From an optimization exercise on the open Yosys and OpenROAD flow, aimed at small area, a short achievable clock period and few clock cycles per item; shortcuts taken in it are not production practice. The RTL was checked by simulation tests, not by an equivalence proof against the original design. Power figures rest on the tool's default switching activity, not on a simulated workload.

==> flow/design.v (excerpt) <==
module glyph_atlas_shelf_packer_writer_unit (
    input  logic                 i_clk,
    input  logic                 i_rst_n,
    input  logic                 i_cfg_we,
    input  logic                 i_cfg_index,
    input  logic [12:0]          i_cfg_data,
    input  logic                 i_in_valid,
    output logic                 o_in_ready,
    input  logic [61:0]          i_in_word,
    output logic                 o_out_valid,
    input  logic                 i_out_ready,
    output logic [64:0]          o_out_word
);
clock: 12.0 ns
lec_check: 0
cap_margin: 20
core_margin: 2
core_utilization: 60
cts_buf_list: sky130_fd_sc_hd__clkbuf_8
setup_slack_margin: 5
slew_margin: 20
standard.sh (not shown) runs the stock make flow with config.mk's settings and CLKGATE_MAP_FILE= SYNTH_SCRIPT=/design/flow/synth_recipe.tcl, a recipe that flattens the netlist after the stock synthesis.
==> flow/flow/run.sh <==
#!/bin/bash
set -euo pipefail
bash standard.sh "BUFFER_PORTS_ARGS=-buffer_cell sky130_fd_sc_hd__buf_2" SETUP_SLACK_MARGIN=5.6 finish > standard_flow.log 2>&1
Testbench counts at the start, summed over its fixed seeds: cycles 10,363, items 10,331.
Rerun with:
==> flow/run.sh (new file) <==
#!/bin/bash
# synth_recipe.tcl (not shown) runs the flow's synth.tcl, then flattens the netlist and writes it again
# the make line also repeats each setting of config.mk as NAME=value (left out here)
make -C /OpenROAD-flow-scripts/flow DESIGN_CONFIG=/design/flow/config.mk WORK_HOME=/design/flow/orfs CLKGATE_MAP_FILE= SYNTH_SCRIPT=/design/flow/synth_recipe.tcl finish
- CORE_UTILIZATION: 60 -> 40
- CTS_BUF_LIST: sky130_fd_sc_hd__clkbuf_8 -> unset
removed: flow/flow/run.sh
removed: flow/standard.sh
Effect:
- cell area rises by 3.3%
- worst setup slack loses 0.60 ns
- synthesized cell count stays the same
- sequential share of layout area decreases by 1.0 points
Rerun with:
==> flow/flow/run.sh (new file) <==
#!/bin/bash
set -euo pipefail
bash standard.sh "BUFFER_PORTS_ARGS=-buffer_cell sky130_fd_sc_hd__buf_4" SETUP_SLACK_MARGIN=7 finish > standard_flow.log 2>&1
==> flow/standard.sh (new file) <==
#!/bin/bash
# synth_recipe.tcl (not shown) runs the flow's synth.tcl, then flattens the netlist and writes it again
# the make line also repeats each setting of config.mk as NAME=value (left out here)
make -C /OpenROAD-flow-scripts/flow DESIGN_CONFIG=/design/flow/config.mk WORK_HOME=/design/flow/orfs CLKGATE_MAP_FILE= SYNTH_SCRIPT=/design/flow/synth_recipe.tcl "${@:-finish}"
- CORE_UTILIZATION: 40 -> 60
removed: flow/run.sh
What happened:
- worst setup slack improves by 1.2 ns
- utilization goes up by 26 points
- power goes up by 8.1%
- die area goes down by 33%
- clock power hardly moves
- global-route usage goes up by 14 points
- routed wire length goes up by 14%
- flip-flop and latch count does not change
- via count goes up by 9.1%
- hold slack hardly moves
- register-to-register slack improves by 0.88 ns
Rerun with:
==> flow/flow/run.sh (replaced) <==
#!/bin/bash
set -euo pipefail
bash standard.sh "BUFFER_PORTS_ARGS=-buffer_cell sky130_fd_sc_hd__buf_4" SETUP_SLACK_MARGIN=8.5 finish > standard_flow.log 2>&1
After rerunning:
- sequential power stays flat
- routed wire length rose by about a fifth
- clock skew grows by 0.018 ns
- area after synthesis does not change
- worst hold slack is about the same
- global-route usage climbs by 4.1 points
- utilization went up by 12 points
- combinational power grows by well over a third
- final area increases by about a fifth
- setup slack is better by 0.018 ns
- total power grows by a quarter to a third
Rerun with:
==> flow/flow/run.sh (replaced) <==
#!/bin/bash
set -euo pipefail
bash standard.sh "BUFFER_PORTS_ARGS=-buffer_cell sky130_fd_sc_hd__buf_2" SETUP_SLACK_MARGIN=6.6 finish > standard_flow.log 2>&1
- CORE_UTILIZATION: 60 -> 70
- CTS_BUF_LIST: unset -> sky130_fd_sc_hd__clkbuf_8
Effect: Core utilization drops by 6.1 points. Hold slack gets better by 0.0036 ns. Die area drops by 14%. Synthesized cell count stays the same. Clock power drops by 23%. Setup slack gets better by 0.0065 ns. Flip-flop and latch count does not change. Synthesized area stays the same.
Rerun with:
==> flow/flow/run.sh (replaced) <==
#!/bin/bash
set -euo pipefail
bash standard.sh "BUFFER_PORTS_ARGS=-buffer_cell sky130_fd_sc_hd__buf_4" SETUP_SLACK_MARGIN=6.2 finish > standard_flow.log 2>&1
- CORE_UTILIZATION: 70 -> 60
- CTS_BUF_LIST: sky130_fd_sc_hd__clkbuf_8 -> unset
=>
- worst hold slack hardly moves
- area after synthesis does not change
- register-to-register slack gets worse by 0.36 ns
- count of clock-buffer cells in the layout shrinks by 16
- design area is higher by about 0.7%
- power rises by about 1.1%
- via count is lower by about 4.3%
- fmax went down by about 5%
- clock skew is about the same

---

## job 2509
Another version of the RTL of glyph_atlas_shelf_packer_writer_unit (not shown whole).
Size in the first run: roughly 3100 cells after synthesis, roughly 310 flip-flops, roughly 27000 um2 of cells after synthesis.
Settings: LEC_CHECK=0, CAP_MARGIN=20, CORE_MARGIN=2, CORE_UTILIZATION=65, SETUP_SLACK_MARGIN=5, SLEW_MARGIN=20; clock period 12.0 ns.
run.sh (not shown) runs the stock make flow with config.mk's settings and CLKGATE_MAP_FILE= SYNTH_SCRIPT=/design/flow/synth_recipe.tcl, a recipe that flattens the netlist after the stock synthesis.
Stock flow here: none of the scripts above is used.
Testbench counts of job 2509, summed over its fixed seeds: cycles 10,363, items 10,331.
Input-level comparison between job 4240 and job 2509:
# job 2509
export LEC_CHECK = 0
export CAP_MARGIN = 20
export CORE_MARGIN = 2
export CORE_UTILIZATION = 65
export SETUP_SLACK_MARGIN = 5
export SLEW_MARGIN = 20
create_clock -name core_clock -period 12.0 [get_ports {i_clk}]
# job 4240
export LEC_CHECK = 0
export CAP_MARGIN = 20
export CORE_MARGIN = 2
export CORE_UTILIZATION = 40
export SETUP_SLACK_MARGIN = 5
export SLEW_MARGIN = 20
create_clock -name core_clock -period 12.0 [get_ports {i_clk}]
--- outcome ---
Taking job 2509 as the reference, in job 4240 die boundary width went up; non-clock buffer count increased by 8 relative to the old numbers.
Per the comparison of job 4240 with job 2509, share of total power in sequential cells dropped 0.2 points; number of fill cells increased 3251; post-CTS clock slew at the launch and capture registers of the worst setup and hold paths closely matched the old numbers; sequential fraction of total cell area lower.
On post-route clock period utilization, job 2509 and job 4240 are basically level.
What job 1402 does differently from job 4240 at the input level:
==> flow/flow/run.sh (new file) <==
#!/bin/bash
# Standard layout, with the port buffers made of buf_4 cells instead of
# the cell buffer_ports picks by default.
set -euo pipefail
bash standard.sh "BUFFER_PORTS_ARGS=-buffer_cell sky130_fd_sc_hd__buf_4" finish > standard_flow.log 2>&1
==> flow/standard.sh (new file) <==
#!/bin/bash
# synth_recipe.tcl (not shown) runs the flow's synth.tcl, then flattens the netlist and writes it again
# the make line also repeats each setting of config.mk as NAME=value (left out here)
make -C /OpenROAD-flow-scripts/flow DESIGN_CONFIG=/design/flow/config.mk WORK_HOME=/design/flow/orfs CLKGATE_MAP_FILE= SYNTH_SCRIPT=/design/flow/synth_recipe.tcl "${@:-finish}"
removed: flow/run.sh
--- outcome ---
Compare job 4240 and job 1402 | transition time at the pin with the least slew margin higher: job 1402
Max worst slew margin relative to its limit across job 4240 and job 1402: job 4240
Summary of job 1402 over job 4240: wire length went down by 3.1%, time the final worst path needs with I/O delays and setup dropped 270 ps, total net switching power has decreased.
--- input diff job 1402..job 252 ---
# job 1402
export LEC_CHECK = 0
export CAP_MARGIN = 20
export CORE_MARGIN = 2
export CORE_UTILIZATION = 40
export SETUP_SLACK_MARGIN = 5
export SLEW_MARGIN = 20
create_clock -name core_clock -period 12.0 [get_ports {i_clk}]
# job 252
export LEC_CHECK = 0
export CAP_MARGIN = 20
export CORE_MARGIN = 2
export CORE_UTILIZATION = 40
export SLEW_MARGIN = 20
create_clock -name core_clock -period 12.0 [get_ports {i_clk}]
==> flow/run.sh (new file) <==
#!/bin/bash
# synth_recipe.tcl (not shown) runs the flow's synth.tcl, then flattens the netlist and writes it again
# the make line also repeats each setting of config.mk as NAME=value (left out here)
make -C /OpenROAD-flow-scripts/flow DESIGN_CONFIG=/design/flow/config.mk WORK_HOME=/design/flow/orfs CLKGATE_MAP_FILE= SYNTH_SCRIPT=/design/flow/synth_recipe.tcl finish
removed: flow/flow/run.sh
removed: flow/standard.sh
==> summary.txt <==
Comparing job 252 and job 1402, the higher post-layout instance count excluding filler cells is on job 1402.
When the final numbers for job 252 and job 1402 were put side by side, the met3 demand-to-capacity share in global routing turned out to be greater in job 252.
Against job 1402, job 252 reports a length of routed met2 wiring that is higher.
Taking job 1402 as the reference, in job 252 final worst slack shows a reduction of 990 ps; design internal power fell about 4%.

## afterwards: timing with drivers on the ports
The results above use ideal ports. As a check the final layouts listed here were re-extracted and re-timed, cells and wires unchanged. Step 1 (the two cells are an assumption about what drives the block):
set clk [get_ports {i_clk}]
set_driving_cell -lib_cell sky130_fd_sc_hd__clkbuf_16 $clk
set_driving_cell -lib_cell sky130_fd_sc_hd__buf_2 [delete_from_list [all_inputs] $clk]
Step 2 moves the port delays by t, midway between the first and last clock arrival at a register: inputs arrive t later, outputs are due t later. That takes back most of the time a late clock gives input paths. a / b / c = ideal / step 1 / step 2; a / b = the first two.
| run | t (ns) | slack for setup (ns) | worst setup path after step 2 |
|---|---|---|---|
| the first run of note 1 | 0.691 | 5.948 / 5.893 / 5.467 | input to register |
| the second run of note 1 | 0.643 | 5.347 / 5.316 / 5.135 | input to register |
| the third run of note 1 | 0.637 | 6.582 / 6.507 / 6.100 | input to register |
| the fourth run of note 1 | 0.656 | 6.601 / 6.561 / 6.173 | input to register |
| the fifth run of note 1 | 0.726 | 6.607 / 6.570 / 5.961 | input to register |
| the sixth run of note 1 | 0.627 | 6.340 / 6.309 / 5.796 | input to register |
| job 2509 | 0.600 | 5.093 / 5.061 / 4.779 | input to register |
| job 4240 | 0.623 | 5.087 / 5.049 / 4.778 | input to register |
| job 1402 | 0.631 | 5.357 / 5.332 / 5.144 | input to register |
| job 252 | 0.619 | 4.365 / 4.365 / 4.365 | register to register |
After both steps setup and hold are still met in every run listed. For the fifth run of note 1, which loses most, drivers alone change the setup slack by -0.037 ns; drivers and shift together by -0.646 ns.
